Background: an optimization exercise with open tools, aiming at small area. Do not read the settings as production practice.
In this exercise RTL edits were held to simulation tests only and were not proved equivalent to the original.
Power and IR drop assume default switching activity.

`flow/config.mk`:
```
export PLATFORM = sky130hd
export DESIGN_NAME = udp_rx_top
export DESIGN_NICKNAME = udp_rx_top
export VERILOG_FILES = /design/flow/design.v
export SDC_FILE = /design/flow/constraint.sdc
export NUM_CORES = 4
export LEC_CHECK = 0
export CAP_MARGIN = 20
export CORE_MARGIN = 2
export CORE_UTILIZATION = 45
export SLEW_MARGIN = 20
export SYNTH_HIERARCHICAL = 1
export SYNTH_MEMORY_MAX_BITS = 8192
```
`flow/constraint.sdc`:
```
create_clock -name core_clock -period 9.0 [get_ports {clk_125m}]
set_input_delay 1.8000 -clock core_clock [delete_from_list [all_inputs] [get_ports {clk_125m}]]
set_output_delay 1.8000 -clock core_clock [all_outputs]
set_load 0.01 [all_outputs]
```
`flow/design.v`:
```
package udp_rx_pkg;
	localparam logic [47:0] FPGA_MAC  = 48'h00D0_0800_0002;
	localparam logic [31:0] FPGA_IP   = 32'hC0A8_006E;    
	localparam logic [15:0] FPGA_PORT = 16'd8080;
	localparam logic [31:0] FLAG_MOTOR = 32'hE1EC_0C0D;
	localparam logic [31:0] FLAG_AD    = 32'hAD86_86DA;
	localparam logic [31:0] FLAG_DDC   = 32'hDDC0_0264;
	localparam logic [31:0] FLAG_DDR   = 32'hDD30_DD30;
	localparam int DATA_W = 16;
	localparam int ADDR_W = 32;
	localparam int ID_W   = 4;
	localparam int LEN_W  = 8;
	localparam int WDOG_W = 9;                            
	localparam int DESC_W = 2 + LEN_W;
	function automatic logic [ID_W-1:0] idx_id(input logic [1:0] idx);
		case (idx)
			2'd0:    idx_id = 4'd2;
			2'd1:    idx_id = 4'd1;
			2'd2:    idx_id = 4'd3;
			default: idx_id = 4'd4;
		endcase
	endfunction
endpackage
`timescale 1ns/1ps
module stage_fifo #(
	parameter int  WIDTH     = 8,
	parameter int  DEPTH     = 4
) (
	input  logic     clk_125m,
	input  logic     sys_rst,
	input  logic     i_push,
	input  logic [WIDTH-1:0] i_data,
	input  logic     i_pop,
	output logic [WIDTH-1:0] o_data,
	output logic     o_full,
	output logic     o_empty
);
	localparam int PTR_W = $clog2(DEPTH);
	logic [WIDTH-1:0] mem [DEPTH];
	logic [PTR_W:0]   wr_ptr, rd_ptr;
	always_ff @(posedge clk_125m) begin
		if (i_push)
			mem[wr_ptr[PTR_W-1:0]] <= i_data;
	end
	always_ff @(posedge clk_125m) begin
		if (sys_rst) begin
			wr_ptr <= '0;
			rd_ptr <= '0;
		end else begin
			if (i_push)
				wr_ptr <= wr_ptr + 1'b1;
			if (i_pop)
				rd_ptr <= rd_ptr + 1'b1;
		end
	end
	assign o_data  = mem[rd_ptr[PTR_W-1:0]];              
	assign o_full  = (wr_ptr == {~rd_ptr[PTR_W], rd_ptr[PTR_W-1:0]});
	assign o_empty = (wr_ptr == rd_ptr);
endmodule
module rd_sel3 (
	input  logic [2:0] i_sel,
	input  logic [2:0] i_d,
	output logic       o_yn
);
	assign o_yn = ~((i_sel[0] & i_d[0]) | (i_sel[1] & i_d[1]) | (i_sel[2] & i_d[2]));
endmodule
module rd_sel2 (
	input  logic [1:0] i_sel,
	input  logic [1:0] i_d,
	output logic       o_yn
);
	assign o_yn = ~((i_sel[0] & i_d[0]) | (i_sel[1] & i_d[1]));
endmodule
module beat_fifo #(
	parameter int  WIDTH     = 16,
	parameter int  DEPTH     = 256
) (
	input  logic     clk_125m,
	input  logic     sys_rst,
	input  logic     i_push,
	input  logic [WIDTH-1:0] i_data,
	input  logic     i_pop,
	output logic [WIDTH-1:0] o_data,
	output logic     o_full,
	output logic     o_empty
);
	localparam int PTR_W = $clog2(DEPTH);
	localparam int N3    = (DEPTH - 2 * (DEPTH % 3 == 1 ? 2 : (DEPTH % 3 == 2 ? 1 : 0))) / 3;
	localparam int N2    = (DEPTH - 3 * N3) / 2;
	localparam int NG    = N3 + N2;
	logic [WIDTH-1:0] mem [DEPTH];
	logic [PTR_W:0]   wr_ptr, rd_ptr;
	logic [DEPTH-1:0] rd_sel;
	logic [WIDTH-1:0] grp_n [NG];
	always_ff @(posedge clk_125m) begin
		if (i_push)
			mem[wr_ptr[PTR_W-1:0]] <= i_data;
	end
	always_ff @(posedge clk_125m) begin
		if (sys_rst) begin
			wr_ptr <= '0;
			rd_ptr <= '0;
		end else begin
			if (i_push)
				wr_ptr <= wr_ptr + 1'b1;
			if (i_pop)
				rd_ptr <= rd_ptr + 1'b1;
		end
	end
	always_comb begin
		rd_sel = '0;
		rd_sel[rd_ptr[PTR_W-1:0]] = 1'b1;
	end
	for (genvar b = 0; b < WIDTH; b++) begin : g_bit
		for (genvar g = 0; g < N3; g++) begin : g_sel3
			rd_sel3 i_sel (
				.i_sel (rd_sel[3*g +: 3]),
				.i_d   ({mem[3*g+2][b], mem[3*g+1][b], mem[3*g][b]}),
				.o_yn  (grp_n[g][b])
			);
		end
		for (genvar g = 0; g < N2; g++) begin : g_sel2
			rd_sel2 i_sel (
				.i_sel (rd_sel[3*N3+2*g +: 2]),
				.i_d   ({mem[3*N3+2*g+1][b], mem[3*N3+2*g][b]}),
				.o_yn  (grp_n[N3+g][b])
			);
		end
	end
	always_comb begin
		o_data = '0;
		for (int g = 0; g < NG; g++)
			o_data = o_data | ~grp_n[g];
	end
	assign o_full  = (wr_ptr == {~rd_ptr[PTR_W], rd_ptr[PTR_W-1:0]});
	assign o_empty = (wr_ptr == rd_ptr);
endmodule
`timescale 1ns/1ps
module eth_frame_parser (
	input  logic                 clk_125m,
	input  logic                 sys_rst,
	input  logic [7:0]           i_rx_data,
	input  logic                 i_rx_valid,
	input  logic                 i_rx_last,
	input  logic                 i_desc_full,
	input  logic                 i_beat_full,
	output logic                 o_rx_ready,
	output logic                 o_desc_push,
	output logic [udp_rx_pkg::DESC_W-1:0] o_desc,
	output logic                 o_beat_push,
	output logic [15:0]          o_beat,
	output logic [47:0]          o_pc_mac,
	output logic [31:0]          o_pc_ip,
	output logic                 o_trig_arp
);
	typedef enum logic [2:0] {
		ST_IDLE, ST_ETH, ST_ARP, ST_HDR, ST_DESC, ST_PAYLOAD, ST_DISCARD
	} prs_state_t;
	prs_state_t  state;
	logic [5:0]  byte_cnt;                                 
	logic        phase;                                    
	logic [7:0]  beat_sr;
	logic [7:0]  len;                                      
	logic [3:0]  cand;                                     
	logic        ok;                                       
	logic        type_08;
	logic [47:0] arp_sha;
	logic [31:0] arp_spa;
	logic        rx_fire;
	logic [7:0]  mac_byte, pcmac_byte, ip_byte, pcip_byte;
	logic [9:0]  udp_len;
	logic [8:0]  n_beats_m1;
	logic        hdr_ok, arp_accept;
	assign rx_fire = i_rx_valid && o_rx_ready;
	always_comb begin
		case (byte_cnt[2:0])
			3'd0:    mac_byte = udp_rx_pkg::FPGA_MAC[47:40];
			3'd1:    mac_byte = udp_rx_pkg::FPGA_MAC[39:32];
			3'd2:    mac_byte = udp_rx_pkg::FPGA_MAC[31:24];
			3'd3:    mac_byte = udp_rx_pkg::FPGA_MAC[23:16];
			3'd4:    mac_byte = udp_rx_pkg::FPGA_MAC[15:8];
			default: mac_byte = udp_rx_pkg::FPGA_MAC[7:0];
		endcase
		case (byte_cnt)
			6'd6:    pcmac_byte = o_pc_mac[47:40];
			6'd7:    pcmac_byte = o_pc_mac[39:32];
			6'd8:    pcmac_byte = o_pc_mac[31:24];
			6'd9:    pcmac_byte = o_pc_mac[23:16];
			6'd10:   pcmac_byte = o_pc_mac[15:8];
			default: pcmac_byte = o_pc_mac[7:0];
		endcase
		case (byte_cnt[1:0])
			2'd2:    ip_byte = udp_rx_pkg::FPGA_IP[31:24];
			2'd3:    ip_byte = udp_rx_pkg::FPGA_IP[23:16];
			2'd0:    ip_byte = udp_rx_pkg::FPGA_IP[15:8];
			default: ip_byte = udp_rx_pkg::FPGA_IP[7:0];
		endcase
		case (byte_cnt[1:0])
			2'd2:    pcip_byte = o_pc_ip[31:24];
			2'd3:    pcip_byte = o_pc_ip[23:16];
			2'd0:    pcip_byte = o_pc_ip[15:8];
			default: pcip_byte = o_pc_ip[7:0];
		endcase
	end
	assign udp_len    = {len[1:0], i_rx_data};
	assign n_beats_m1 = udp_len[9:1] - 9'd7;
	assign arp_accept = (state == ST_ARP) && rx_fire && i_rx_last &&
		((byte_cnt == 6'd41) ? (ok && i_rx_data == 8'h6E) : (ok && byte_cnt > 6'd41));
	assign hdr_ok = ok && (cand != 4'd0);
	always_comb begin
		case (state)
			ST_ETH, ST_ARP, ST_HDR, ST_DISCARD: o_rx_ready = 1'b1;
			ST_PAYLOAD:                         o_rx_ready = !i_beat_full;
			default:                            o_rx_ready = 1'b0;
		endcase
	end
	assign o_desc_push = (state == ST_DESC) && hdr_ok && !i_desc_full;
	assign o_desc      = {cand[2] | cand[3], cand[1] | cand[3], len};
	assign o_beat_push = (state == ST_PAYLOAD) && rx_fire && phase;
	assign o_beat      = {beat_sr, i_rx_data};             
	always_ff @(posedge clk_125m) begin
		if (state == ST_IDLE)
			ok <= 1'b1;
		else if (rx_fire) begin
			case (state)
				ST_ETH: begin
					if (byte_cnt < 6'd6)
						ok <= ok && (i_rx_data == mac_byte);
					else if (byte_cnt < 6'd12)
						ok <= ok && (i_rx_data == pcmac_byte);
					else if (byte_cnt == 6'd12)
						type_08 <= (i_rx_data == 8'h08);
					else if (i_rx_data == 8'h06)
						ok <= 1'b1;                               
				end
				ST_HDR: begin
					case (byte_cnt)
						6'd14: ok <= ok && (i_rx_data == 8'h45);
						6'd23: ok <= ok && (i_rx_data == 8'h11);
						6'd26, 6'd27, 6'd28, 6'd29: ok <= ok && (i_rx_data == pcip_byte);
						6'd30, 6'd31, 6'd32, 6'd33: ok <= ok && (i_rx_data == ip_byte);
						6'd36: ok <= ok && (i_rx_data == udp_rx_pkg::FPGA_PORT[15:8]);
						6'd37: ok <= ok && (i_rx_data == udp_rx_pkg::FPGA_PORT[7:0]);
						6'd38: begin
							ok  <= ok && (i_rx_data < 8'd3);
							len <= i_rx_data;
						end
						6'd39: begin
							ok  <= ok && !udp_len[0] && (udp_len > 10'd12) && (udp_len <= 10'd524);
							len <= n_beats_m1[7:0];
						end
						6'd42: begin
							cand[0] <= (i_rx_data == udp_rx_pkg::FLAG_MOTOR[31:24]);
							cand[1] <= (i_rx_data == udp_rx_pkg::FLAG_AD[31:24]);
							cand[2] <= (i_rx_data == udp_rx_pkg::FLAG_DDC[31:24]);
							cand[3] <= (i_rx_data == udp_rx_pkg::FLAG_DDR[31:24]);
						end
						6'd43: begin
							cand[0] <= cand[0] && (i_rx_data == udp_rx_pkg::FLAG_MOTOR[23:16]);
							cand[1] <= cand[1] && (i_rx_data == udp_rx_pkg::FLAG_AD[23:16]);
							cand[2] <= cand[2] && (i_rx_data == udp_rx_pkg::FLAG_DDC[23:16]);
							cand[3] <= cand[3] && (i_rx_data == udp_rx_pkg::FLAG_DDR[23:16]);
						end
						6'd44: begin
							cand[0] <= cand[0] && (i_rx_data == udp_rx_pkg::FLAG_MOTOR[15:8]);
							cand[1] <= cand[1] && (i_rx_data == udp_rx_pkg::FLAG_AD[15:8]);
							cand[2] <= cand[2] && (i_rx_data == udp_rx_pkg::FLAG_DDC[15:8]);
							cand[3] <= cand[3] && (i_rx_data == udp_rx_pkg::FLAG_DDR[15:8]);
						end
						6'd45: begin
							cand[0] <= cand[0] && (i_rx_data == udp_rx_pkg::FLAG_MOTOR[7:0]);
							cand[1] <= cand[1] && (i_rx_data == udp_rx_pkg::FLAG_AD[7:0]);
							cand[2] <= cand[2] && (i_rx_data == udp_rx_pkg::FLAG_DDC[7:0]);
							cand[3] <= cand[3] && (i_rx_data == udp_rx_pkg::FLAG_DDR[7:0]);
						end
						default: ;
					endcase
				end
				ST_ARP: begin
					case (byte_cnt)
						6'd20: ok <= ok && (i_rx_data == 8'h00);
						6'd21: ok <= ok && (i_rx_data == 8'h01);
						6'd38: ok <= ok && (i_rx_data == udp_rx_pkg::FPGA_IP[31:24]);
						6'd39: ok <= ok && (i_rx_data == udp_rx_pkg::FPGA_IP[23:16]);
						6'd40: ok <= ok && (i_rx_data == udp_rx_pkg::FPGA_IP[15:8]);
						6'd41: ok <= ok && (i_rx_data == udp_rx_pkg::FPGA_IP[7:0]);
						default: ;
					endcase
					if (byte_cnt >= 6'd22 && byte_cnt < 6'd28)
						arp_sha <= {arp_sha[39:0], i_rx_data};    
					if (byte_cnt >= 6'd28 && byte_cnt < 6'd32)
						arp_spa <= {arp_spa[23:0], i_rx_data};    
				end
				ST_PAYLOAD: begin
					beat_sr <= i_rx_data;
					if (phase)
						len <= len - 1'b1;
				end
				default: ;
			endcase
		end
	end
	always_ff @(posedge clk_125m) begin
		if (sys_rst) begin
			state      <= ST_IDLE;
			byte_cnt   <= '0;
			phase      <= '0;
			o_pc_mac   <= '0;
			o_pc_ip    <= '0;
			o_trig_arp <= 1'b0;
		end else begin
			o_trig_arp <= arp_accept;
			if (arp_accept) begin
				o_pc_mac <= arp_sha;
				o_pc_ip  <= arp_spa;
			end
			if (rx_fire && byte_cnt != '1)
				byte_cnt <= byte_cnt + 1'b1;
			case (state)
				ST_IDLE: begin
					byte_cnt <= '0;
					state    <= ST_ETH;
				end
				ST_ETH: if (rx_fire) begin
					if (i_rx_last)
						state <= ST_IDLE;                         
					else if (byte_cnt == 6'd13) begin
						if (type_08 && i_rx_data == 8'h06)
							state <= ST_ARP;
						else if (type_08 && i_rx_data == 8'h00)
							state <= ST_HDR;
						else
							state <= ST_DISCARD;
					end
				end
				ST_HDR: if (rx_fire) begin
					if (i_rx_last)
						state <= ST_IDLE;
					else if (byte_cnt == 6'd45)
						state <= ST_DESC;
				end
				ST_DESC: begin
					phase <= 1'b0;
					if (!hdr_ok)
						state <= ST_DISCARD;
					else if (!i_desc_full)
						state <= ST_PAYLOAD;                      
				end
				ST_PAYLOAD: if (rx_fire) begin
					phase <= !phase;
					if (i_rx_last)
						state <= ST_IDLE;
					else if (phase && len == 8'd0)
						state <= ST_DISCARD;                      
				end
				ST_ARP, ST_DISCARD: if (rx_fire && i_rx_last) state <= ST_IDLE;
				default: state <= ST_IDLE;
			endcase
		end
	end
endmodule
`timescale 1ns/1ps
module axi_burst_writer (
	input  logic                         clk_125m,
	input  logic                         sys_rst,
	input  logic [udp_rx_pkg::DESC_W-1:0] i_desc,
	input  logic                         i_desc_empty,
	input  logic [udp_rx_pkg::DATA_W-1:0] i_beat,
	input  logic                         i_beat_empty,
	input  logic                         i_awready,
	input  logic                         i_wready,
	input  logic                         i_bvalid,
	input  logic [1:0]                   i_bresp,
	output logic                         o_desc_pop,
	output logic                         o_beat_pop,
	output logic [udp_rx_pkg::ID_W-1:0]   o_awid,
	output logic [udp_rx_pkg::ADDR_W-1:0] o_awaddr,
	output logic [udp_rx_pkg::LEN_W-1:0]  o_awlen,
	output logic                         o_awvalid,
	output logic [udp_rx_pkg::DATA_W-1:0] o_wdata,
	output logic                         o_wlast,
	output logic                         o_wvalid,
	output logic                         o_bready,
	output logic                         o_wr_timeout
);
	typedef enum logic [2:0] {W_IDLE, W_ADDR, W_DATA, W_RESP, W_TIMEOUT} wr_state_t;
	wr_state_t         state, state_nx;
	logic [udp_rx_pkg::WDOG_W-1:0] wdog;
	logic [1:0]        idx;
	logic [7:0]        rem;
	logic              rem_zero;
	logic              wdog_fire;
	logic              w_fire;
	assign wdog_fire = wdog[udp_rx_pkg::WDOG_W-1];
	assign w_fire    = o_wvalid && i_wready;
	always_comb begin
		state_nx = state;
		case (state)
			W_IDLE: if (!i_desc_empty) state_nx = W_ADDR;
			W_ADDR: begin
				if (wdog_fire)
					state_nx = W_TIMEOUT;
				else if (i_awready)
					state_nx = W_DATA;
			end
			W_DATA: begin
				if (wdog_fire)
					state_nx = W_TIMEOUT;
				else if (w_fire && o_wlast)
					state_nx = W_RESP;
			end
			W_RESP: begin
				if (wdog_fire)
					state_nx = W_TIMEOUT;
				else if (i_bvalid)
					state_nx = W_IDLE;
			end
			W_TIMEOUT: begin
				if (rem_zero || (o_beat_pop && rem == 8'd0))
					state_nx = W_IDLE;
			end
			default: state_nx = W_IDLE;
		endcase
	end
	always_ff @(posedge clk_125m) begin
		if (sys_rst) begin
			state        <= W_IDLE;
			wdog         <= '0;
			o_wr_timeout <= 1'b0;
		end else begin
			state        <= state_nx;
			o_wr_timeout <= (state_nx == W_TIMEOUT) && (state != W_TIMEOUT);
			if (state_nx != state || state == W_IDLE || state == W_TIMEOUT || w_fire)
				wdog <= '0;
			else
				wdog <= wdog + 1'b1;
		end
	end
	always_ff @(posedge clk_125m) begin
		if (o_desc_pop) begin
			idx      <= i_desc[9:8];
			rem      <= i_desc[7:0];
			rem_zero <= 1'b0;
		end else if (o_beat_pop) begin
			if (rem == 8'd0)
				rem_zero <= 1'b1;
			else
				rem <= rem - 1'b1;
		end
	end
	assign o_awid     = udp_rx_pkg::idx_id(idx);
	assign o_awaddr   = {idx, 25'd0, 1'b1, 4'd0};
	assign o_awlen    = rem;
	assign o_desc_pop = (state == W_IDLE) && !i_desc_empty;
	assign o_awvalid  = (state == W_ADDR);
	assign o_wvalid   = (state == W_DATA) && !i_beat_empty;
	assign o_wdata    = i_beat;
	assign o_wlast    = (state == W_DATA) && !rem_zero && (rem == 8'd0);
	assign o_bready   = (state == W_RESP);
	assign o_beat_pop = w_fire ||
		((state == W_TIMEOUT) && !i_beat_empty && !rem_zero);
endmodule
`timescale 1ns/1ps
module udp_rx_top (
	input  logic                         clk_125m,
	input  logic                         sys_rst,
	input  logic [7:0]                   i_rx_data,
	input  logic                         i_rx_valid,
	input  logic                         i_rx_last,
	output logic                         o_rx_ready,
	output logic [udp_rx_pkg::ID_W-1:0]   o_awid,
	output logic [udp_rx_pkg::ADDR_W-1:0] o_awaddr,
	output logic [udp_rx_pkg::LEN_W-1:0]  o_awlen,
	output logic                         o_awvalid,
	input  logic                         i_awready,
	output logic [udp_rx_pkg::DATA_W-1:0] o_wdata,
	output logic                         o_wlast,
	output logic                         o_wvalid,
	input  logic                         i_wready,
	input  logic                         i_bvalid,
	input  logic [1:0]                   i_bresp,
	output logic                         o_bready,
	output logic [47:0]                  o_pc_mac,
	output logic [31:0]                  o_pc_ip,
	output logic                         o_trig_arp,
	output logic                         o_wr_timeout
);
	logic [udp_rx_pkg::DESC_W-1:0] desc_in, desc_out;
	logic [udp_rx_pkg::DATA_W-1:0] beat_in, beat_out;
	logic     desc_push, desc_pop, desc_full, desc_empty;
	logic     beat_push, beat_pop, beat_full, beat_empty;
	eth_frame_parser i_eth_frame_parser (
		.clk_125m    (clk_125m),
		.sys_rst     (sys_rst),
		.i_rx_data   (i_rx_data),
		.i_rx_valid  (i_rx_valid),
		.i_rx_last   (i_rx_last),
		.i_desc_full (desc_full),
		.i_beat_full (beat_full),
		.o_rx_ready  (o_rx_ready),
		.o_desc_push (desc_push),
		.o_desc      (desc_in),
		.o_beat_push (beat_push),
		.o_beat      (beat_in),
		.o_pc_mac    (o_pc_mac),
		.o_pc_ip     (o_pc_ip),
		.o_trig_arp  (o_trig_arp)
	);
	stage_fifo #(.WIDTH(udp_rx_pkg::DESC_W), .DEPTH(4)) i_desc_fifo (
		.clk_125m (clk_125m),
		.sys_rst  (sys_rst),
		.i_push   (desc_push),
		.i_data   (desc_in),
		.i_pop    (desc_pop),
		.o_data   (desc_out),
		.o_full   (desc_full),
		.o_empty  (desc_empty)
	);
	beat_fifo #(.WIDTH(udp_rx_pkg::DATA_W), .DEPTH(256)) i_beat_fifo (
		.clk_125m (clk_125m),
		.sys_rst  (sys_rst),
		.i_push   (beat_push),
		.i_data   (beat_in),
		.i_pop    (beat_pop),
		.o_data   (beat_out),
		.o_full   (beat_full),
		.o_empty  (beat_empty)
	);
	axi_burst_writer i_axi_burst_writer (
		.clk_125m     (clk_125m),
		.sys_rst      (sys_rst),
		.i_desc       (desc_out),
		.i_desc_empty (desc_empty),
		.i_beat       (beat_out),
		.i_beat_empty (beat_empty),
		.i_awready    (i_awready),
		.i_wready     (i_wready),
		.i_bvalid     (i_bvalid),
		.i_bresp      (i_bresp),
		.o_desc_pop   (desc_pop),
		.o_beat_pop   (beat_pop),
		.o_awid       (o_awid),
		.o_awaddr     (o_awaddr),
		.o_awlen      (o_awlen),
		.o_awvalid    (o_awvalid),
		.o_wdata      (o_wdata),
		.o_wlast      (o_wlast),
		.o_wvalid     (o_wvalid),
		.o_bready     (o_bready),
		.o_wr_timeout (o_wr_timeout)
	);
endmodule
```
`flow/run.sh`:
```
#!/bin/bash
# synth_recipe.tcl (not shown) runs the flow's synth.tcl, then flattens the netlist and writes it again
# the make line also repeats each setting of config.mk as NAME=value (left out here)
make -C /OpenROAD-flow-scripts/flow DESIGN_CONFIG=/design/flow/config.mk WORK_HOME=/design/flow/orfs CLKGATE_MAP_FILE= SYNTH_SCRIPT=/design/flow/synth_recipe.tcl finish
```
==> results.yml, run 1 <==
global_routing:
  grt_pass1_wl_um: 636000
  grt_max_degree: 187
  track_usage: 0.249
  grt_pass1_vias: 87500
  grt_overflow_total: 0
  antenna_found_initial: 32
pwr:
  p_leak_nw: 56.4
  powerDensity_nw_per_um2: 219
  intPower_mw: 32.2
  p_clk_frac: 0.431
  switching_power_mw: 7.99
  seqPwrFrac: 0.555
  power_frac_comb: 0.014
  peakVddDrop_v: 0.000175
  power.total_mw: 40.2
  p_sw_frac: 0.199
timing:
  clock.fmax_ghz: 0.111
  setup_tns_ps: -51.3
  fin_ws_ps: -35.9
  relSlewSlack: 0.202
  maxSlewViolCount: 0
  setup_viol: 2
  hold_violations: 0
  period_minus_slack_ps: 9040
  skew_ps: 44.9
  hold_slack_ps: 445
  final.period_utilization: 1.00
  tightest_slew_ps: 1200
hold_path:
  min_path_type: "flip-flop to flip-flop"
  hold_start: "i_eth_frame_parser.arp_spa[8]"
  hold_path_end: "i_eth_frame_parser.arp_spa[16]"
  hold_path_depth: 0
outcome:
  so_faults: "setup timing"
  outcome: "finished with violations"
route:
  drtIter0Drc: 17600
  drt-vias-per-instance: 6.52
  num_vias: 91400
  drc: 0
  postRouteAntennaNets: 0
  wl_um: 456000
  first_pass_iters: 12
  wire_per_inst_um: 32.5
critical_path:
  cp_slowest_cell: "nor4_1"
  cp_num_buf_inv: 5
  worstPathMaxFanout: 16
  critPathMaxStageDelay_ps: 970
  criticalPathCategory: "flip-flop to primary output"
  cp_top_family: "simple AND/OR/NAND/NOR gates"
  crit_path_end_kind: "primary output"
  r2r.worst_path.cells: 13
  r2r-end: "i_beat_fifo.mem[152][14]"
  r2r_slack_ps: 2960
  cp.required_ps: 7200
  arrival_ps: 7240
  crit_path_start_kind: "flip-flop"
  r2r-start: "i_beat_fifo.rd_ptr[7]"
  crit_chain: "inv_1 -> ha_2 -> xnor2_1 -> o31ai_1 -> buf_4 -> nand4_1 -> a21oi_1 -> buf_4 -> a222oi_1 -> nand4_1 -> nor4_1 -> nand4_1 -> buf_4 -> or4_1 -> clkdlybuf4s50_1"
floorplanning:
  die_w_um: 595
  initial_utilization: 0.451
  core-area_um2: 349000
  num_io_pins: 164
  num_rows: 217
  fp.dieH_um: 595
  die-area_um2: 354000
placement:
  port_buffers: 130
  dp_cells: 13200
  gp_congestion: 0.909
  placed_area_um2: 170000
  dp_hpwl_um: 286000
  pre_cts_ws_ps: 743
synthesis:
  yosysTopAreaCellShare: 0.811
  synthCells: 8072
  ys_seq_area_frac: 0.828
  async_reset_ff_frac: 0
  syn_avg_cell_area_um2: 19.5
  yosys-top-cells-area: "edfxtp_1 (81%), a222oi_1 (8.7%), dfxtp_1 (1.7%)"
  synth_cell_types: 93
  synth_area_leader_cell: "edfxtp_1"
  ys_seq_elements: 4379
  synth_edf_count: 4247
  syn_area_um2: 157000
  yosysWarnings: 11
  ys.flop_type: "edfxtp_1"
final_layout:
  postLayoutCellArea_um2: 184000
  drive_above_1_share: 0.173
  final_cells: 14000
  syn2layout_area_growth_pct: 16.8
  final_util: 0.527
  nets: 9095
  fillers: 27100
clock_tree:
  clock-sinks: 4379
  numCtsBuffers: 426
  tritoncts: "built"
  cts-root-buf: "clkbuf_16"
  clockBufferDepth: 4
  clkTransAtPathRegs_ps: 60
  insertion_delay_ps: 980
  cts_max_level: 5
job:
  maxCapViolCount: 0
Yosys stat by module (local to each module, per instance), a selection:
| module | flops+latches | area (um2) | copies in the design | cells inside |
|---|---|---|---|---|
| axi_burst_writer | 24 | 1730 | 1 | 187 |
| eth_frame_parser | 193 | 8940 | 1 | 938 |
| rd_sel2 | 0 | 12.5 | 32 | 1 |
| rd_sel3 | 0 | 10.0 | 1344 | 1 |
Yosys cell counts, types with 6 or more instances:
cell type	n
nor3_2	9
mux4_2	10
xnor2_1	42
buf_1	7
a211oi_1	108
edfxtp_1	4247
a22oi_2	32
nor2_1	376
o21ai_0	38
or4_4	6
or4_1	38
dfxtp_1	132
o21a_1	7
and3_1	10
nand3b_1	8
buf_6	8
a21oi_2	9
a21oi_1	140
o22ai_1	11
xor2_1	24
nor3b_1	8
nand3_1	35
a22oi_1	7
o31ai_1	8
nand2b_1	11
nor4_1	95
nor2b_1	12
buf_2	40
clkbuf_1	160
buf_4	59
o21ai_1	11
nor3_1	113
ha_1	30
or2_2	9
nand4_1	371
a31oi_1	10
mux2i_1	10
a2111oi_0	6
nand2_1	285
or3_1	16
inv_1	37
a21o_1	8
and2_1	10
a222oi_1	1363
o211ai_1	10
registers in the layout, indices dropped and copies added, names as in the netlist, 2 cells and up, named ones only:
register	cells
i_axi_burst_writer.state	3
i_axi_burst_writer.idx	2
i_eth_frame_parser.o_pc_ip	32
i_axi_burst_writer.wdog	9
i_eth_frame_parser.cand	4
i_eth_frame_parser.byte_cnt	6
i_beat_fifo.rd_ptr	9
i_desc_fifo.wr_ptr	3
i_eth_frame_parser.arp_spa	32
i_eth_frame_parser.o_pc_mac	48
i_desc_fifo.rd_ptr	3
i_eth_frame_parser.arp_sha	48
i_desc_fifo.mem	40
i_axi_burst_writer.rem	8
i_eth_frame_parser.beat_sr	8
i_eth_frame_parser.state	3
i_beat_fifo.mem	4096
i_beat_fifo.wr_ptr	9
i_eth_frame_parser.len	8
metal layers:
metal  vias to the layer above  share of wire  global-route usage  routed length, um
met2                      5339           0.47               0.389             213000
li1                      38300              -                   -                  -
met3                       807           0.11              0.0591              51200
met1                     47000           0.38               0.333             171000
met5                         -        0.00010                   0                 46
met4                         8          0.045               0.108              20300
power by group through the flow:
stage | Sequential, mW | Combinational, mW | Clock, mW
floorplan | 22.7 | 0.327 | 0
global placement | 22.7 | 0.526 | 0
detailed placement | 22.7 | 0.547 | 0
CTS | 22.3 | 0.549 | 17.5
global route | 22.3 | 0.591 | 18.3
finish | 22.3 | 0.550 | 17.3
worst max path at each step:
stage / slack [ps] / startpoint / depth (start not counted) / to
floorplan: 2380 / i_beat_fifo.rd_ptr[0] / 15 / o_wdata[0]
global placement: 740 / i_beat_fifo.rd_ptr[3] / 12 / o_wdata[12]
detailed placement: 740 / i_beat_fifo.rd_ptr[0] / 14 / o_wdata[12]
CTS: 20 / i_beat_fifo.rd_ptr[0] / 14 / o_wdata[12]
global route: -5 / i_beat_fifo.rd_ptr[2] / 14 / o_wdata[8]
finish: -40 / i_beat_fifo.rd_ptr[1] / 15 / o_wdata[3]
what timing repair did:
item                                    CTS  global route
cloned                                    1             1
gates resized for setup                  14             7
pin swaps                                 3             4
endpoints found under the setup margin   16             9
hold buffers                              0             0
setup buffers                             7             0
kinds of logic (layout without fill, tap and decap cells):
group	count (synthesis)	after routing	share of synthesized area
flops	4379	4379	0.828
fa+ha+maj	30	30	0.00239
other cells	2	60	0.0000477
simple gates	1440	1440	0.0472
xor+xnor	66	66	0.00368
buf+inv	314	1610	0.00961
mux	20	20	0.00207
compound gates	1821	1823	0.107
final cells by class:
cell class | instances | area [um2] | share of cell area
Antenna cell | 29 | 72.6 | 0.000395
Clock buffer | 543 | 11200 | 0.0609
Clock inverter | 236 | 2350 | 0.0128
Inverter | 39 | 146 | 0.000797
Multi-Input combinational cell | 3410 | 27500 | 0.150
Sequential cell | 4379 | 130000 | 0.709
Tap cell | 4599 | 5750 | 0.0313
Timing Repair Buffer | 792 | 6520 | 0.0355
cell usage in the layout, fill, tap and decap left out, types with 74 or more instances in the layout:
cell	n
nor3_2	74
clkbuf_1	111
a21oi_1	129
clkinv_1	91
nand4_1	371
buf_4	642
a222oi_1	1363
clkdlybuf4s50_1	121
clkbuf_16	428
edfxtp_1	4247
a211oi_2	79
dfxtp_1	131
nor2_1	353
nand2_1	282
worst reg2reg max path, delay by kind of cell (launching register included):
family                    cells  cell delay [ps]
xor gates and xnor gates      1              220
AOI/OAI and AO/OA             1              300
and+or+nand+nor               8             3210
buffers and inverters         3             1220
DFF                           1              800
==> run 2: changes to the inputs <==
--- a/flow/design.v
+++ b/flow/design.v
@@ -91,6 +91,8 @@
 	logic [WIDTH-1:0] mem [DEPTH];
 	logic [PTR_W:0]   wr_ptr, rd_ptr;
+	logic [PTR_W-1:0] rd_next;                            
 	logic [DEPTH-1:0] rd_sel;
 	logic [WIDTH-1:0] grp_n [NG];
+	logic [WIDTH-1:0] next_word, head;
 	always_ff @(posedge clk_125m) begin
 		if (i_push)
@@ -108,7 +110,8 @@
 		end
 	end
+	assign rd_next = rd_ptr[PTR_W-1:0] + 1'b1;
 	always_comb begin
 		rd_sel = '0;
-		rd_sel[rd_ptr[PTR_W-1:0]] = 1'b1;
+		rd_sel[rd_next] = 1'b1;
 	end
 	for (genvar b = 0; b < WIDTH; b++) begin : g_bit
@@ -129,8 +132,15 @@
 	end
 	always_comb begin
-		o_data = '0;
+		next_word = '0;
 		for (int g = 0; g < NG; g++)
-			o_data = o_data | ~grp_n[g];
+			next_word = next_word | ~grp_n[g];
 	end
+	always_ff @(posedge clk_125m) begin
+		if (i_pop)
+			head <= (i_push && wr_ptr[PTR_W-1:0] == rd_next) ? i_data : next_word;
+		else if (o_empty)
+			head <= i_data;
+	end
+	assign o_data  = head;
 	assign o_full  = (wr_ptr == {~rd_ptr[PTR_W], rd_ptr[PTR_W-1:0]});
 	assign o_empty = (wr_ptr == rd_ptr);
@@ -366,5 +376,4 @@
 	input  logic [udp_rx_pkg::DESC_W-1:0] i_desc,
 	input  logic                         i_desc_empty,
-	input  logic [udp_rx_pkg::DATA_W-1:0] i_beat,
 	input  logic                         i_beat_empty,
 	input  logic                         i_awready,
@@ -374,9 +383,7 @@
 	output logic                         o_desc_pop,
 	output logic                         o_beat_pop,
-	output logic [udp_rx_pkg::ID_W-1:0]   o_awid,
-	output logic [udp_rx_pkg::ADDR_W-1:0] o_awaddr,
+	output logic [1:0]                   o_awidx,                  
 	output logic [udp_rx_pkg::LEN_W-1:0]  o_awlen,
 	output logic                         o_awvalid,
-	output logic [udp_rx_pkg::DATA_W-1:0] o_wdata,
 	output logic                         o_wlast,
 	output logic                         o_wvalid,
@@ -449,11 +456,9 @@
 		end
 	end
-	assign o_awid     = udp_rx_pkg::idx_id(idx);
-	assign o_awaddr   = {idx, 25'd0, 1'b1, 4'd0};
+	assign o_awidx    = idx;
 	assign o_awlen    = rem;
 	assign o_desc_pop = (state == W_IDLE) && !i_desc_empty;
 	assign o_awvalid  = (state == W_ADDR);
 	assign o_wvalid   = (state == W_DATA) && !i_beat_empty;
-	assign o_wdata    = i_beat;
 	assign o_wlast    = (state == W_DATA) && !rem_zero && (rem == 8'd0);
 	assign o_bready   = (state == W_RESP);
@@ -490,4 +495,8 @@
 	logic     desc_push, desc_pop, desc_full, desc_empty;
 	logic     beat_push, beat_pop, beat_full, beat_empty;
+	logic [1:0] awidx;
+	assign o_awid   = udp_rx_pkg::idx_id(awidx);
+	assign o_awaddr = {awidx, 25'd0, 1'b1, 4'd0};
+	assign o_wdata  = beat_out;
 	eth_frame_parser i_eth_frame_parser (
 		.clk_125m    (clk_125m),
@@ -532,5 +541,4 @@
 		.i_desc       (desc_out),
 		.i_desc_empty (desc_empty),
-		.i_beat       (beat_out),
 		.i_beat_empty (beat_empty),
 		.i_awready    (i_awready),
@@ -540,9 +548,7 @@
 		.o_desc_pop   (desc_pop),
 		.o_beat_pop   (beat_pop),
-		.o_awid       (o_awid),
-		.o_awaddr     (o_awaddr),
+		.o_awidx      (awidx),
 		.o_awlen      (o_awlen),
 		.o_awvalid    (o_awvalid),
-		.o_wdata      (o_wdata),
 		.o_wlast      (o_wlast),
 		.o_wvalid     (o_wvalid),
--- a/flow/config.mk
+++ b/flow/config.mk
@@ -9,4 +9,6 @@
 export CORE_MARGIN = 2
 export CORE_UTILIZATION = 45
+export CTS_CLUSTER_DIAMETER = 100
+export CTS_CLUSTER_SIZE = 30
 export SLEW_MARGIN = 20
 export SYNTH_HIERARCHICAL = 1
==> run 2 against run 1 <==
  * The run now finishes clean
  * Flip-flop and latch count rose by 16
  * Clock power fell by 45%
  * Critical path depth did not move
  * Final cell count fell by 4.4%
  * Count of clock-buffer cells in the layout fell by 339
  * Synthesized cell count fell by 0.12%
  * Sequential share of layout area rose by 4.1 points
  * Area after synthesis rose by 0.18%
  * Core utilization fell by 2.7 points
  * Total power fell by 19%
  * Setup slack improved by 1300 ps
  * Largest cell class unchanged
  * Largest power group unchanged
==> results.yml, run 2 <==
final_layout:
  largest_reg_flops: 4096
  syn2layout_area_growth_pct: 10.6
  mostFrequentLayoutCells: "edfxtp_1 (4263), a222oi_1 (1363), buf_4 (592)"
  fillers: 27900
  nets: 8810
  final_util: 0.499
  postLayoutCellArea_um2: 174000
  seq_area_um2: 131000
  drive_above_1_share: 0.131
  final_common_cell: "edfxtp_1"
  multi_input_area_um2: 27000
clock_tree:
  tritoncts: "built"
  clock-sinks: 4395
  post_cts_resized: 0
  postCtsSetupBuffers: 0
  numCtsBuffers: 171
  insertion_delay_ps: 970
  cts_max_level: 4
  clockBufferDepth: 4
  clkTransAtPathRegs_ps: 120
  ctsHoldBuffers: 0
  cts-root-buf: "clkbuf_16"
timing:
  setup_viol: 0
  period_minus_slack_ps: 7730
  final.period_utilization: 0.859
  skew_ps: 73.4
  fin_ws_ps: 1270
  tightest_slew_ps: 1290
  relSlewSlack: 0.131
  hold_violations: 0
  rsz0062_at_grt: "false"
  maxSlewViolCount: 0
  clock.fmax_ghz: 0.129
  setup_tns_ps: 0
pwr:
  p_leak_nw: 52.2
  power.total_mw: 32.6
  peakVddDrop_v: 0.000148
  powerDensity_nw_per_um2: 187
route:
  postRouteAntennaNets: 0
  wire_per_inst_um: 33.3
  drc: 0
  drt-vias-per-instance: 6.62
  num_vias: 88900
  wl_um: 447000
  drtIter0Drc: 17700
  first_pass_iters: 10
critical_path:
  cp_num_buf_inv: 2
  cp_top_family: "simple AND/OR/NAND/NOR gates"
  worstPathMaxFanout: 39
  cp.required_ps: 9720
  arrival_ps: 8450
  critPathMaxStageDelay_ps: 1110
  crit_path_end_kind: "flip-flop"
  cp_slowest_cell: "nor4_2"
  criticalPathCategory: "flip-flop to flip-flop"
  crit_chain: "ha_1 -> nand2_1 -> a21oi_1 -> nand3_1 -> xnor2_1 -> or2_4 -> buf_4 -> nor4_2 -> buf_4 -> a222oi_1 -> nand4_1 -> nor4_2 -> nand4_1 -> or4_1 -> mux2_2"
  crit_path_start_kind: "flip-flop"
placement:
  gp_congestion: 0.917
  port_buffers: 130
  placed_area_um2: 169000
  pre_cts_ws_ps: 1470
  dp_hpwl_um: 283000
floorplanning:
  die-area_um2: 355000
  initial_utilization: 0.452
  num_rows: 217
  num_io_pins: 164
  core-area_um2: 349000
  fp.dieH_um: 596
  die_w_um: 596
synthesis:
  ys.flop_type: "edfxtp_1"
  yosys-top-cells-area: "edfxtp_1 (81%), a222oi_1 (8.7%), dfxtp_1 (1.7%)"
  syn_avg_cell_area_um2: 19.5
  synth_area_leader_cell: "edfxtp_1"
  ys_seq_area_frac: 0.829
  synth_edf_count: 4263
  synth.most_common_cell: "edfxtp_1"
  yosysWarnings: 12
  synthCells: 8062
  syn_area_um2: 158000
  synth_cell_types: 99
  synth.top_cells.by_count: "edfxtp_1 (4263), a222oi_1 (1363), nor2_1 (412), nand4_1 (377), nand2_1 (290)"
  yosysTopAreaCellShare: 0.812
  async_reset_ff_frac: 0
  ys_seq_elements: 4395
global_routing:
  grt_overflow_total: 0
  grt_pass1_vias: 84600
  track_usage: 0.244
  antenna_found_initial: 35
  grt_max_degree: 185
  grt_pass1_wl_um: 623000
outcome:
  outcome: "complete, no violations"
hold_path:
  min_path_type: "flip-flop to flip-flop"
job:
  maxCapViolCount: 0
==> run 2: cell count changes after synthesis, sizes merged, moves of 17 or more <==
cell | previous run | this run
nor2 | 376 | 413
a211oi | 110 | 10
a21oi | 149 | 113
nand3 | 36 | 64
mux2 | 0 | 17
clkbuf | 161 | 116
nor3 | 123 | 193
==> run 2: layout make-up <==
type,count,share of cell area
Inverter,38,0.000819
Antenna cell,5,0.0000718
Clock buffer,204,0.0260
Timing Repair Buffer,732,0.0342
Multi-Input combinational cell,3426,0.155
Clock inverter,15,0.000948
Tap cell,4599,0.0330
Sequential cell,4395,0.750
==> run 2: worst reg2reg max path, cell delays in order (launching register included) <==
cell	delay (ps)
dfxtp_1	650
ha_1	630
nand2_1	160
a21oi_1	270
nand3_1	130
xnor2_1	510
or2_4	900
buf_4	450
nor4_2	60
buf_4	240
a222oi_1	400
nand4_1	460
nor4_2	1110
nand4_1	600
or4_1	650
mux2_2	270
==> run 2: path summary, 6_finish.rpt <==
kind	startpoint	end	slack [ps]	cells after the start
min reg2reg	i_eth_frame_parser.arp_spa[0]	i_eth_frame_parser.arp_spa[8]	460	0
max reg2reg	i_beat_fifo.rd_ptr[0]	i_beat_fifo.head[0]	1270	15
min	i_eth_frame_parser.arp_spa[0]	i_eth_frame_parser.arp_spa[8]	460	0
max	i_beat_fifo.rd_ptr[0]	i_beat_fifo.head[0]	1270	15
==> run 2: where the power goes <==
| group | switching [mW] | total [mW] | leakage, nW | internal [mW] |
|---|---|---|---|---|
| clock network | 5.89 | 9.53 | 2.30 | 3.64 |
| logic | 0.485 | 0.699 | 10.5 | 0.215 |
| registers | 0.0855 | 22.4 | 39.4 | 22.3 |
| total | 6.46 | 32.6 | 52.2 | 26.2 |
==> run 2: logic make-up after synthesis <==
group                      synth area share
AOI/OAI and AO/OA                     0.100
buffers and inverters               0.00860
muxes                               0.00358
and+or+nand+nor                      0.0513
other                             0.0000477
xor gates and xnor gates            0.00454
adders and majority gates           0.00230
DFF                                   0.829
==> run 2: per-module statistics from Yosys (local to each module, per instance), a selection <==
module	times used	area (um2)
axi_burst_writer	1	1290
udp_rx_top	1	295
rd_sel2	32	12.5
eth_frame_parser	1	9000
rd_sel3	1344	10.0
==> run 2: per-stage QoR <==
step           cells  hold WS (ps)
6_report       13400           456
2_1_floorplan   8091           426
4_1_cts        13400           459
5_1_grt        13400           464
3_3_place_gp   13200           428
3_5_place_dp   13200           431
==> run 2: metal layers <==
| layer | GRT usage | vias to the layer above | part of all wire |
|---|---|---|---|
| met5 | 0 | - | 0.00015 |
| met4 | 0.0977 | 10 | 0.046 |
| li1 | - | 37100 | - |
| met3 | 0.0478 | 719 | 0.11 |
| met1 | 0.338 | 45900 | 0.38 |
| met2 | 0.380 | 5124 | 0.46 |
==> run 3: changes to the inputs <==
--- a/flow/config.mk
+++ b/flow/config.mk
@@ -8,7 +8,8 @@
 export CAP_MARGIN = 20
 export CORE_MARGIN = 2
-export CORE_UTILIZATION = 45
+export CORE_UTILIZATION = 60
 export CTS_CLUSTER_DIAMETER = 100
 export CTS_CLUSTER_SIZE = 30
+export PLACE_DENSITY = 0.72
 export SLEW_MARGIN = 20
 export SYNTH_HIERARCHICAL = 1
==> run 3 against run 2 <==
  * Synthesized cell count unchanged
  * Wire length down 2.5%
  * Global-route usage up 7.9 points
  * Via count up 2.4%
  * Cell area down 0.82%
  * Combinational power down 0.9%
  * Die area down 25%
  * Worst hold slack worse by 5.7 ps
  * Critical endpoint is now i_beat_fifo.head[11]
==> results.yml, run 3 <==
outcome:
  outcome: "complete, no violations"
placement:
  port_buffers: 130
  dp_cells: 12100
  dp_hpwl_um: 269000
  gp_congestion: 0.943
clock_tree:
  cts-root-buf: "clkbuf_16"
  clockBufferDepth: 3
  numCtsBuffers: 166
  tritoncts: "built"
  post_cts_resized: 0
  clkTransAtPathRegs_ps: 120
  ctsHoldBuffers: 0
  insertion_delay_ps: 940
  postCtsSetupBuffers: 0
  clock-sinks: 4395
  cts_max_level: 4
route:
  num_vias: 91000
  first_pass_iters: 11
  drt-vias-per-instance: 7.40
  wire_per_inst_um: 35.5
  drc: 0
  wl_um: 436000
  drtIter0Drc: 21600
  postRouteAntennaNets: 0
synthesis:
  synth_cell_types: 99
  yosysTopAreaCellShare: 0.812
  yosysWarnings: 12
  syn_avg_cell_area_um2: 19.5
  synth_edf_count: 4263
  syn_area_um2: 158000
  ys_seq_elements: 4395
  async_reset_ff_frac: 0
  synth.most_common_cell: "edfxtp_1"
  ys.flop_type: "edfxtp_1"
  yosys-top-cells-area: "edfxtp_1 (81%), a222oi_1 (8.7%), dfxtp_1 (1.7%)"
  synth.top_cells.by_count: "edfxtp_1 (4263), a222oi_1 (1363), nor2_1 (412), nand4_1 (377), nand2_1 (290)"
  ys_seq_area_frac: 0.829
  synthCells: 8062
  synth_area_leader_cell: "edfxtp_1"
floorplanning:
  core-area_um2: 262000
  die_w_um: 516
  fp.dieH_um: 516
  die-area_um2: 267000
  initial_utilization: 0.602
  num_io_pins: 164
  num_rows: 188
critical_path:
  criticalPathCategory: "flip-flop to flip-flop"
  cp.required_ps: 9700
  arrival_ps: 9070
  r2r-start: "i_beat_fifo.rd_ptr[0]"
  worstPathMaxFanout: 26
  crit_path_start_kind: "flip-flop"
  crit_path_end_kind: "flip-flop"
  cp-startpoint: "i_beat_fifo.rd_ptr[0]"
timing:
  skew_ps: 70.0
  tightest_slew_ps: 1360
  setup_viol: 0
  final.period_utilization: 0.930
  setup_tns_ps: 0
  relSlewSlack: 0.0864
  maxSlewViolCount: 0
  rsz0062_at_grt: "false"
  hold_violations: 0
  period_minus_slack_ps: 8370
  hold_slack_ps: 450
  clock.fmax_ghz: 0.119
final_layout:
  final_cells: 12300
  mostFrequentLayoutCells: "edfxtp_1 (4263), a222oi_1 (1363), buf_4 (550)"
  syn2layout_area_growth_pct: 9.67
  drive_above_1_share: 0.126
  final_common_cell: "edfxtp_1"
  largest_reg_flops: 4096
  nets: 8762
global_routing:
  antenna_found_initial: 26
  met1_usage: 0.437
  grtUsageMet2: 0.490
  busiest_layer: "met2"
  track_usage: 0.322
  gr-usage-met3: 0.0794
  grt_max_degree: 202
  grt_overflow_total: 0
  grt_pass1_wl_um: 613000
  grt_pass1_vias: 85200
hold_path:
  min_path_type: "flip-flop to flip-flop"
  hold_start: "i_eth_frame_parser.arp_sha[15]"
job:
  maxCapViolCount: 0
pwr:
  peakVddDrop_v: 0.000197
  powerDensity_nw_per_um2: 188
  power.total_mw: 32.5
  p_leak_nw: 52.1
run 3: worst paths after layout:
check | endpoint | slack, ps | cells past startpoint
worst max-delay path | i_beat_fifo.head[11] | 630 | 16
worst min-delay path | i_eth_frame_parser.arp_sha[23] | 450 | 0
worst max register to register | i_beat_fifo.head[11] | 630 | 16
worst min register to register | i_eth_frame_parser.arp_sha[23] | 450 | 0
run 3: cells by family (layout without fill, tap and decap cells):
logic type,count (synthesis),count (layout),synth area share
AO/OA/AOI/OAI,1663,1663,0.100
XOR/XNOR,80,80,0.00454
adder cells (fa/ha/maj),29,29,0.00230
buffers and inverters,270,955,0.00860
flip-flops,4395,4395,0.829
multiplexers,38,38,0.00358
other,2,39,0.0000477
AND/OR/NAND/NOR,1585,1585,0.0513
run 3: area by class of cell:
cell class,instances,area (um2)
clock buffers,205,4340
multi-input cells,3426,27200
diodes,8,20.0
inverters,38,143
fillers,16900,89000
well taps,3515,4400
repair buffers,689,5660
flip-flops and latches,4395,131000
clock inverters,23,412
run 3: per-layer routing:
layer / wire, um / vias to the layer above / part of all wire
met5: 256 / - / 0.00059
met4: 25500 / 18 / 0.058
met3: 61000 / 964 / 0.14
met2: 201000 / 7104 / 0.46
met1: 149000 / 45800 / 0.34
li1: - / 37100 / -
run 3: stage by stage:
stage | util | cell area (um2) | setup WS, ps
3_5_place_dp | 0.640 | 168000 | 1290
2_1_floorplan | - | 158000 | 4030
6_report | 0.660 | 173000 | 631
4_1_cts | 0.659 | 172000 | 1300
3_3_place_gp | 0.640 | 168000 | 1450
5_1_grt | 0.660 | 173000 | 790
run 3: power breakdown:
group,internal [mW],total (mW),switching (mW)
combinational,0.215,0.693,0.478
sequential,22.3,22.4,0.0832
clock,3.53,9.37,5.85
run 3: worst max-delay path, stage by stage, from the launching register on:
cell      delay [ps]
dfxtp_1          640
inv_1            160
ha_1             400
nor2b_1          730
nand2_1          190
nor2_1           430
xnor2_2          280
buf_4            650
or3_1            930
nor2_1            80
buf_4            250
a222oi_1         350
nand4_1          140
nor4_1          1150
nand4_1          790
or4_1            700
mux2_4           270
run 3: Yosys stat by module, one instance, submodules excluded, a selection:
module / cells / flip-flops and latches
eth_frame_parser: 931 / 193
rd_sel2: 1 / 0
axi_burst_writer: 128 / 24
udp_rx_top: 39 / 0
rd_sel3: 1 / 0
==> run 4: changes to the inputs <==
--- a/flow/design.v
+++ b/flow/design.v
@@ -170,11 +170,10 @@
 	logic [5:0]  byte_cnt;                                 
 	logic        phase;                                    
-	logic [7:0]  beat_sr;
 	logic [7:0]  len;                                      
-	logic [3:0]  cand;                                     
 	logic        ok;                                       
 	logic        type_08;
-	logic [47:0] arp_sha;
-	logic [31:0] arp_spa;
+	logic [79:0] sr;
+	logic [31:0] flag;
+	logic [3:0]  cand;                                     
 	logic        rx_fire;
 	logic [7:0]  mac_byte, pcmac_byte, ip_byte, pcip_byte;
@@ -217,5 +216,10 @@
 	assign arp_accept = (state == ST_ARP) && rx_fire && i_rx_last &&
 		((byte_cnt == 6'd41) ? (ok && i_rx_data == 8'h6E) : (ok && byte_cnt > 6'd41));
-	assign hdr_ok = ok && (cand != 4'd0);
+	assign flag    = sr[31:0];
+	assign cand[0] = (flag == udp_rx_pkg::FLAG_MOTOR);
+	assign cand[1] = (flag == udp_rx_pkg::FLAG_AD);
+	assign cand[2] = (flag == udp_rx_pkg::FLAG_DDC);
+	assign cand[3] = (flag == udp_rx_pkg::FLAG_DDR);
+	assign hdr_ok  = ok && (cand != 4'd0);
 	always_comb begin
 		case (state)
@@ -228,5 +232,5 @@
 	assign o_desc      = {cand[2] | cand[3], cand[1] | cand[3], len};
 	assign o_beat_push = (state == ST_PAYLOAD) && rx_fire && phase;
-	assign o_beat      = {beat_sr, i_rx_data};             
+	assign o_beat      = {sr[7:0], i_rx_data};             
 	always_ff @(posedge clk_125m) begin
 		if (state == ST_IDLE)
@@ -260,28 +264,4 @@
 							len <= n_beats_m1[7:0];
 						end
-						6'd42: begin
-							cand[0] <= (i_rx_data == udp_rx_pkg::FLAG_MOTOR[31:24]);
-							cand[1] <= (i_rx_data == udp_rx_pkg::FLAG_AD[31:24]);
-							cand[2] <= (i_rx_data == udp_rx_pkg::FLAG_DDC[31:24]);
-							cand[3] <= (i_rx_data == udp_rx_pkg::FLAG_DDR[31:24]);
-						end
-						6'd43: begin
-							cand[0] <= cand[0] && (i_rx_data == udp_rx_pkg::FLAG_MOTOR[23:16]);
-							cand[1] <= cand[1] && (i_rx_data == udp_rx_pkg::FLAG_AD[23:16]);
-							cand[2] <= cand[2] && (i_rx_data == udp_rx_pkg::FLAG_DDC[23:16]);
-							cand[3] <= cand[3] && (i_rx_data == udp_rx_pkg::FLAG_DDR[23:16]);
-						end
-						6'd44: begin
-							cand[0] <= cand[0] && (i_rx_data == udp_rx_pkg::FLAG_MOTOR[15:8]);
-							cand[1] <= cand[1] && (i_rx_data == udp_rx_pkg::FLAG_AD[15:8]);
-							cand[2] <= cand[2] && (i_rx_data == udp_rx_pkg::FLAG_DDC[15:8]);
-							cand[3] <= cand[3] && (i_rx_data == udp_rx_pkg::FLAG_DDR[15:8]);
-						end
-						6'd45: begin
-							cand[0] <= cand[0] && (i_rx_data == udp_rx_pkg::FLAG_MOTOR[7:0]);
-							cand[1] <= cand[1] && (i_rx_data == udp_rx_pkg::FLAG_AD[7:0]);
-							cand[2] <= cand[2] && (i_rx_data == udp_rx_pkg::FLAG_DDC[7:0]);
-							cand[3] <= cand[3] && (i_rx_data == udp_rx_pkg::FLAG_DDR[7:0]);
-						end
 						default: ;
 					endcase
@@ -297,11 +277,6 @@
 						default: ;
 					endcase
-					if (byte_cnt >= 6'd22 && byte_cnt < 6'd28)
-						arp_sha <= {arp_sha[39:0], i_rx_data};    
-					if (byte_cnt >= 6'd28 && byte_cnt < 6'd32)
-						arp_spa <= {arp_spa[23:0], i_rx_data};    
 				end
 				ST_PAYLOAD: begin
-					beat_sr <= i_rx_data;
 					if (phase)
 						len <= len - 1'b1;
@@ -312,4 +287,8 @@
 	end
 	always_ff @(posedge clk_125m) begin
+		if (rx_fire && !(state == ST_ARP && byte_cnt >= 6'd32))
+			sr <= {sr[71:0], i_rx_data};
+	end
+	always_ff @(posedge clk_125m) begin
 		if (sys_rst) begin
 			state      <= ST_IDLE;
@@ -322,6 +301,6 @@
 			o_trig_arp <= arp_accept;
 			if (arp_accept) begin
-				o_pc_mac <= arp_sha;
-				o_pc_ip  <= arp_spa;
+				o_pc_mac <= sr[79:32];
+				o_pc_ip  <= sr[31:0];
 			end
 			if (rx_fire && byte_cnt != '1)
--- a/flow/config.mk
+++ b/flow/config.mk
@@ -9,6 +9,6 @@
 export CORE_MARGIN = 2
 export CORE_UTILIZATION = 60
-export CTS_CLUSTER_DIAMETER = 100
-export CTS_CLUSTER_SIZE = 30
+export CTS_CLUSTER_DIAMETER = 80
+export CTS_CLUSTER_SIZE = 28
 export PLACE_DENSITY = 0.72
 export SLEW_MARGIN = 20
==> run 4 against run 3 <==
  * Still clean
  * Critical path type unchanged
  * Sequential share of layout area down 0.12 points
  * Total power up 2.2%
  * Critical path depth down 2
  * First-iteration DRC count down 0.70%
==> results.yml, run 4 <==
final_layout:
  nets: 8760
  final_cells: 12300
  syn2layout_area_growth_pct: 9.87
  largest_reg_flops: 4096
  postLayoutCellArea_um2: 173000
  mostFrequentLayoutCells: "edfxtp_1 (4251), a222oi_1 (1359), buf_4 (550)"
  seq_area_um2: 130000
  fillers: 16700
  multi_input_area_um2: 26900
  final_common_cell: "edfxtp_1"
  drive_above_1_share: 0.127
route:
  wire_per_inst_um: 35.3
  drc: 0
  drt-vias-per-instance: 7.39
  num_vias: 90900
  postRouteAntennaNets: 0
  wl_um: 434000
  first_pass_iters: 10
  drtIter0Drc: 21400
clock_tree:
  postCtsSetupBuffers: 0
  numCtsBuffers: 180
  tritoncts: "built"
  cts-root-buf: "clkbuf_16"
  clkTransAtPathRegs_ps: 100
  clockBufferDepth: 3
  ctsHoldBuffers: 0
  post_cts_resized: 0
  insertion_delay_ps: 920
  cts_max_level: 4
  clock-sinks: 4383
pwr:
  peakVddDrop_v: 0.000239
  p_clk_frac: 0.294
  intPower_mw: 26.5
  power.total_mw: 33.2
  power_frac_comb: 0.023
  switching_power_mw: 6.65
  p_sw_frac: 0.200
  seqPwrFrac: 0.682
  powerDensity_nw_per_um2: 192
  p_leak_nw: 52.2
timing:
  setup_viol: 0
  tightest_slew_ps: 1260
  setup_tns_ps: 0
  hold_violations: 0
  final.period_utilization: 0.868
  maxSlewViolCount: 0
  hold_slack_ps: 454
  skew_ps: 60.8
  rsz0062_at_grt: "false"
  period_minus_slack_ps: 7810
  clock.fmax_ghz: 0.128
  relSlewSlack: 0.158
job:
  maxCapViolCount: 0
critical_path:
  cp.required_ps: 9670
  crit_path_end_kind: "flip-flop"
  crit_path_start_kind: "flip-flop"
  arrival_ps: 8490
  worstPathMaxFanout: 40
  criticalPathCategory: "flip-flop to flip-flop"
synthesis:
  ys_seq_area_frac: 0.829
  syn_area_um2: 157000
  synth_area_leader_cell: "edfxtp_1"
  synth_cell_types: 104
  yosys-top-cells-area: "edfxtp_1 (81%), a222oi_1 (8.7%), dfxtp_1 (1.7%)"
  async_reset_ff_frac: 0
  syn_avg_cell_area_um2: 19.5
  yosysWarnings: 12
  yosysTopAreaCellShare: 0.813
  ys.flop_type: "edfxtp_1"
  ys_seq_elements: 4383
  synthCells: 8044
  synth.most_common_cell: "edfxtp_1"
  synth.top_cells.by_count: "edfxtp_1 (4251), a222oi_1 (1359), nor2_1 (413), nand4_1 (376), nand2_1 (280)"
  synth_edf_count: 4251
global_routing:
  grt_max_degree: 190
  grt_pass1_vias: 84900
  grtUsageMet2: 0.490
  grt_pass1_wl_um: 611000
  met1_usage: 0.441
  gr-usage-met3: 0.0826
  grt_overflow_total: 0
  busiest_layer: "met2"
  antenna_found_initial: 24
  track_usage: 0.323
floorplanning:
  die-area_um2: 266000
  initial_utilization: 0.604
  die_w_um: 516
  num_io_pins: 164
  fp.dieH_um: 516
  core-area_um2: 260000
  num_rows: 187
hold_path:
  min_path_type: "flip-flop to flip-flop"
placement:
  placed_area_um2: 167000
  port_buffers: 130
  dp_cells: 12000
  gp_congestion: 0.965
  dp_hpwl_um: 272000
outcome:
  outcome: "complete, no violations"
## run 4: layout make-up
type | instances | area share
Timing Repair Buffer | 690 | 0.0327
Multi-Input combinational cell | 3419 | 0.156
Clock inverter | 36 | 0.00283
Inverter | 40 | 0.000870
Tap cell | 3496 | 0.0253
Clock buffer | 221 | 0.0272
Antenna cell | 16 | 0.000232
Sequential cell | 4383 | 0.755
## run 4: modules after synthesis (local to each module, per instance), a selection
module	cells inside	area (um2)	copies in the design	flops+latches
eth_frame_parser	913	8550	1	181
axi_burst_writer	128	1290	1	24
udp_rx_top	39	295	1	0
rd_sel2	1	12.5	32	0
rd_sel3	1	10.0	1344	0
## run 4: layer usage
metal	vias up	wire, um
met5	-	132
met4	22	23500
met3	937	60600
met2	7115	200000
met1	45700	150000
li1	37100	-
## run 4: path summary, 6_finish.rpt
check                           slack, ps                         to                      start  depth (start not counted)
worst min-delay path                  450  i_eth_frame_parser.sr[77]  i_eth_frame_parser.sr[69]                          0
worst max-delay path                 1190        i_beat_fifo.head[4]      i_beat_fifo.rd_ptr[0]                         14
worst min register to register        450  i_eth_frame_parser.sr[77]  i_eth_frame_parser.sr[69]                          0
worst max register to register       1190        i_beat_fifo.head[4]      i_beat_fifo.rd_ptr[0]                         14
## run 4: logic make-up (layout without fill, tap and decap cells)
group,count (synthesis),count (layout),share of synthesized area
flops,4383,4383,0.829
compound gates,1663,1663,0.100
simple gates,1582,1582,0.0515
buf+inv,271,987,0.00869
xor+xnor,81,81,0.00461
mux,33,33,0.00327
fa+ha+maj,29,29,0.00231
other cells,2,47,0.0000478
## run 4: power by group through the flow
stage / registers, mW / logic [mW] / clock network (mW)
2_1_floorplan: 23.1 / 0.394 / 0
3_3_place_gp: 23.1 / 0.721 / 0
3_5_place_dp: 23.1 / 0.761 / 0
4_1_cts: 22.6 / 0.762 / 9.79
5_1_grt: 22.7 / 0.817 / 10.4
6_report: 22.6 / 0.773 / 9.77
## run 4: worst max-delay path: stages, from the launching register on
cell	delay (ps)
dfxtp_1	640
ha_1	600
xnor2_1	120
a31oi_1	270
nor2_1	180
xnor2_2	570
buf_4	920
nor3_2	140
buf_4	250
a222oi_1	430
nand4_1	300
nor4_1	1100
nand4_1	890
or4_1	800
mux2_2	280
## run 4: through the flow
step / setup slack [ps] / util
6_report: 1190 / 0.664
2_1_floorplan: 2560 / -
5_1_grt: 1110 / 0.664
3_3_place_gp: 1600 / 0.642
3_5_place_dp: 1490 / 0.643
4_1_cts: 1490 / 0.663
==> run 5: changes to the inputs <==
==> flow/flow/run.sh (new file) <==
#!/bin/bash
# Own flow: the standard layout (standard.sh, standard synthesis unchanged),
# with the port buffers made with the smallest buffer cell and the clock tree
# built without dummy loads. make's full output goes to flow_make.log here.
set -euo pipefail
cd "$(dirname "$0")/.."
export BUFFER_PORTS_ARGS="-buffer_cell sky130_fd_sc_hd__buf_1"
export CTS_ARGS="-sink_clustering_enable -repair_clock_nets -sink_clustering_size 28 -sink_clustering_max_diameter 80 -dont_use_dummy_load"
bash standard.sh finish > flow_make.log 2>&1
==> flow/standard.sh (new file) <==
#!/bin/bash
# synth_recipe.tcl (not shown) runs the flow's synth.tcl, then flattens the netlist and writes it again
# the make line also repeats each setting of config.mk as NAME=value (left out here)
make -C /OpenROAD-flow-scripts/flow DESIGN_CONFIG=/design/flow/config.mk WORK_HOME=/design/flow/orfs CLKGATE_MAP_FILE= SYNTH_SCRIPT=/design/flow/synth_recipe.tcl "${@:-finish}"
removed: flow/run.sh
==> run 5 against run 4 <==
  * Still clean on timing, DRC and antenna
  * Worst hold slack improved by 1.3 ps
  * Non-clock buffer count decreased by 13
  * Area after synthesis unchanged
  * Critical path depth increased by 1
  * Register-to-register slack improved by 70 ps
  * Count of clock-buffer cells in the layout decreased by 40
  * Flip-flop and latch count unchanged
  * Combinational power decreased by 1%
  * Core utilization decreased by 0.55 points
  * Sequential power about the same
  * Total power decreased by 1.6%
  * Critical path type unchanged
  * Largest cell class unchanged
==> results.yml, run 5 <==
synthesis:
  synthCells: 8044
  ys.flop_type: "edfxtp_1"
  ys_seq_area_frac: 0.829
  syn_avg_cell_area_um2: 19.5
  async_reset_ff_frac: 0
  synth_edf_count: 4251
  yosysWarnings: 12
  syn_area_um2: 157000
  yosysTopAreaCellShare: 0.813
  synth.most_common_cell: "edfxtp_1"
  synth.top_cells.by_count: "edfxtp_1 (4251), a222oi_1 (1359), nor2_1 (413), nand4_1 (376), nand2_1 (280)"
  synth_cell_types: 104
  ys_seq_elements: 4383
  yosys-top-cells-area: "edfxtp_1 (81%), a222oi_1 (8.7%), dfxtp_1 (1.7%)"
  synth_area_leader_cell: "edfxtp_1"
critical_path:
  cp.required_ps: 9620
  crit_path_start_kind: "flip-flop"
  arrival_ps: 8370
  r2r_slack_ps: 1260
  criticalPathCategory: "flip-flop to flip-flop"
  crit_path_end_kind: "flip-flop"
  r2r-start: "i_beat_fifo.rd_ptr[1]"
  cp-startpoint: "i_beat_fifo.rd_ptr[1]"
  worstPathMaxFanout: 39
final_layout:
  syn2layout_area_growth_pct: 8.95
  fillers: 16800
  final_common_cell: "edfxtp_1"
  nets: 8748
  final_util: 0.658
  largest_reg_flops: 4096
  postLayoutCellArea_um2: 171000
  drive_above_1_share: 0.124
  mostFrequentLayoutCells: "edfxtp_1 (4251), a222oi_1 (1359), buf_4 (535)"
timing:
  setup_tns_ps: 0
  setup_viol: 0
  rsz0062_at_grt: "false"
  maxSlewViolCount: 0
  period_minus_slack_ps: 7740
  final.period_utilization: 0.860
  skew_ps: 106
  hold_violations: 0
  clock.fmax_ghz: 0.129
  tightest_slew_ps: 1260
  relSlewSlack: 0.156
  fin_ws_ps: 1260
placement:
  port_buffers: 130
  dp_hpwl_um: 271000
  placed_area_um2: 166000
  pre_cts_ws_ps: 1330
  gp_congestion: 0.955
clock_tree:
  postCtsSetupBuffers: 0
  clkTransAtPathRegs_ps: 110
  cts-root-buf: "clkbuf_16"
  tritoncts: "built"
  post_cts_resized: 0
  ctsHoldBuffers: 0
  clockBufferDepth: 3
  clock-sinks: 4383
  numCtsBuffers: 181
  insertion_delay_ps: 900
  cts_max_level: 4
route:
  drt-vias-per-instance: 7.43
  postRouteAntennaNets: 0
  drtIter0Drc: 21500
  wl_um: 433000
  first_pass_iters: 14
  drc: 0
  wire_per_inst_um: 35.5
  num_vias: 90700
floorplanning:
  initial_utilization: 0.604
  num_rows: 187
  core-area_um2: 260000
  die_w_um: 516
  fp.dieH_um: 516
  num_io_pins: 164
  die-area_um2: 266000
global_routing:
  grt_pass1_wl_um: 607000
  grt_pass1_vias: 84500
  track_usage: 0.320
  antenna_found_initial: 26
  grt_overflow_total: 0
  grt_max_degree: 211
pwr:
  switching_power_mw: 6.38
  seqPwrFrac: 0.693
  p_clk_frac: 0.283
  powerDensity_nw_per_um2: 191
  p_leak_nw: 51.6
  intPower_mw: 26.3
  p_sw_frac: 0.195
  power_frac_comb: 0.023
  peakVddDrop_v: 0.000220
hold_path:
  hold_start: "i_eth_frame_parser.sr[57]"
  min_path_type: "flip-flop to flip-flop"
outcome:
  outcome: "complete, no violations"
job:
  maxCapViolCount: 0
==> run 5: final cells by class <==
| class | instances | area [um2] | area share |
|---|---|---|---|
| sequential | 4383 | 130000 | 0.761 |
| antenna | 10 | 25.0 | 0.000146 |
| tap | 3496 | 4370 | 0.0256 |
| inverter | 40 | 150 | 0.000877 |
| timing repair buffer | 677 | 4770 | 0.0279 |
| clock buffer | 181 | 4530 | 0.0265 |
| multi-input combinational | 3419 | 27000 | 0.158 |
==> run 5: critical path, cell delays in order (launching register included) <==
cell and delay, ps:
dfxtp_1 590, ha_1 600, xnor2_1 120, a31oi_1 270, a211oi_2 70, xnor2_1 520
nand2b_4 930, buf_4 420, nor3_2 80, buf_4 230, a222oi_1 490, nand4_1 320
nor4_1 990, nand4_1 820, or4_1 770, mux2_4 290
==> run 5: power by group through the flow <==
stage	sequential, mW	clock (mW)	combinational, mW
4_1_cts	22.6	9.29	0.750
3_5_place_dp	23.1	0	0.752
5_1_grt	22.7	9.91	0.807
2_1_floorplan	23.1	0	0.394
6_report	22.6	9.25	0.765
3_3_place_gp	23.1	0	0.704
==> run 5: metal layers <==
metal / vias up / routed length (um) / track usage
met5: - / 282 / 0
met4: 20 / 23200 / 0.145
met3: 937 / 62600 / 0.0812
met2: 7374 / 197000 / 0.480
met1: 45500 / 150000 / 0.447
li1: 36900 / - / -
==> run 5: through the flow <==
| stage | hold slack, ps | total power [mW] | std cells |
|---|---|---|---|
| 3_5_place_dp | 437 | 23.9 | 12000 |
| 5_1_grt | 460 | 33.4 | 12200 |
| 4_1_cts | 455 | 32.7 | 12200 |
| 6_report | 455 | 32.7 | 12200 |
| 3_3_place_gp | 428 | 23.8 | 12000 |
| 2_1_floorplan | 426 | 23.5 | 8073 |
==> run 5: kinds of logic after synthesis <==
family	Yosys count	synth area share
and+or+nand+nor	1582	0.0515
muxes	33	0.00327
adders and majority gates	29	0.00231
buffers and inverters	271	0.00869
DFF	4383	0.829
other	2	0.0000478
xor gates and xnor gates	81	0.00461
AOI/OAI and AO/OA	1663	0.100
==> run 5: path summary, 6_finish.rpt <==
kind / endpoint / depth (start not counted)
setup reg to reg: i_beat_fifo.head[13] / 15
setup / recovery: i_beat_fifo.head[13] / 15
hold / removal: i_eth_frame_parser.sr[65] / 0
hold reg to reg: i_eth_frame_parser.sr[65] / 0
==> run 5: modules after synthesis (local to each module, per instance), excerpt <==
module | times used | cell area [um2] | cells
eth_frame_parser | 1 | 8550 | 913
udp_rx_top | 1 | 295 | 39
rd_sel2 | 32 | 12.5 | 1
axi_burst_writer | 1 | 1290 | 128
rd_sel3 | 1344 | 10.0 | 1

Re-timed with assumed drivers on the ports (clkbuf_16 on the clock, buf_2 on other inputs), run 5 has 1.258 ns of setup slack against 1.258 ns with ideal ports, and 1.258 ns once port delays also move by the mid clock arrival of 0.948 ns.
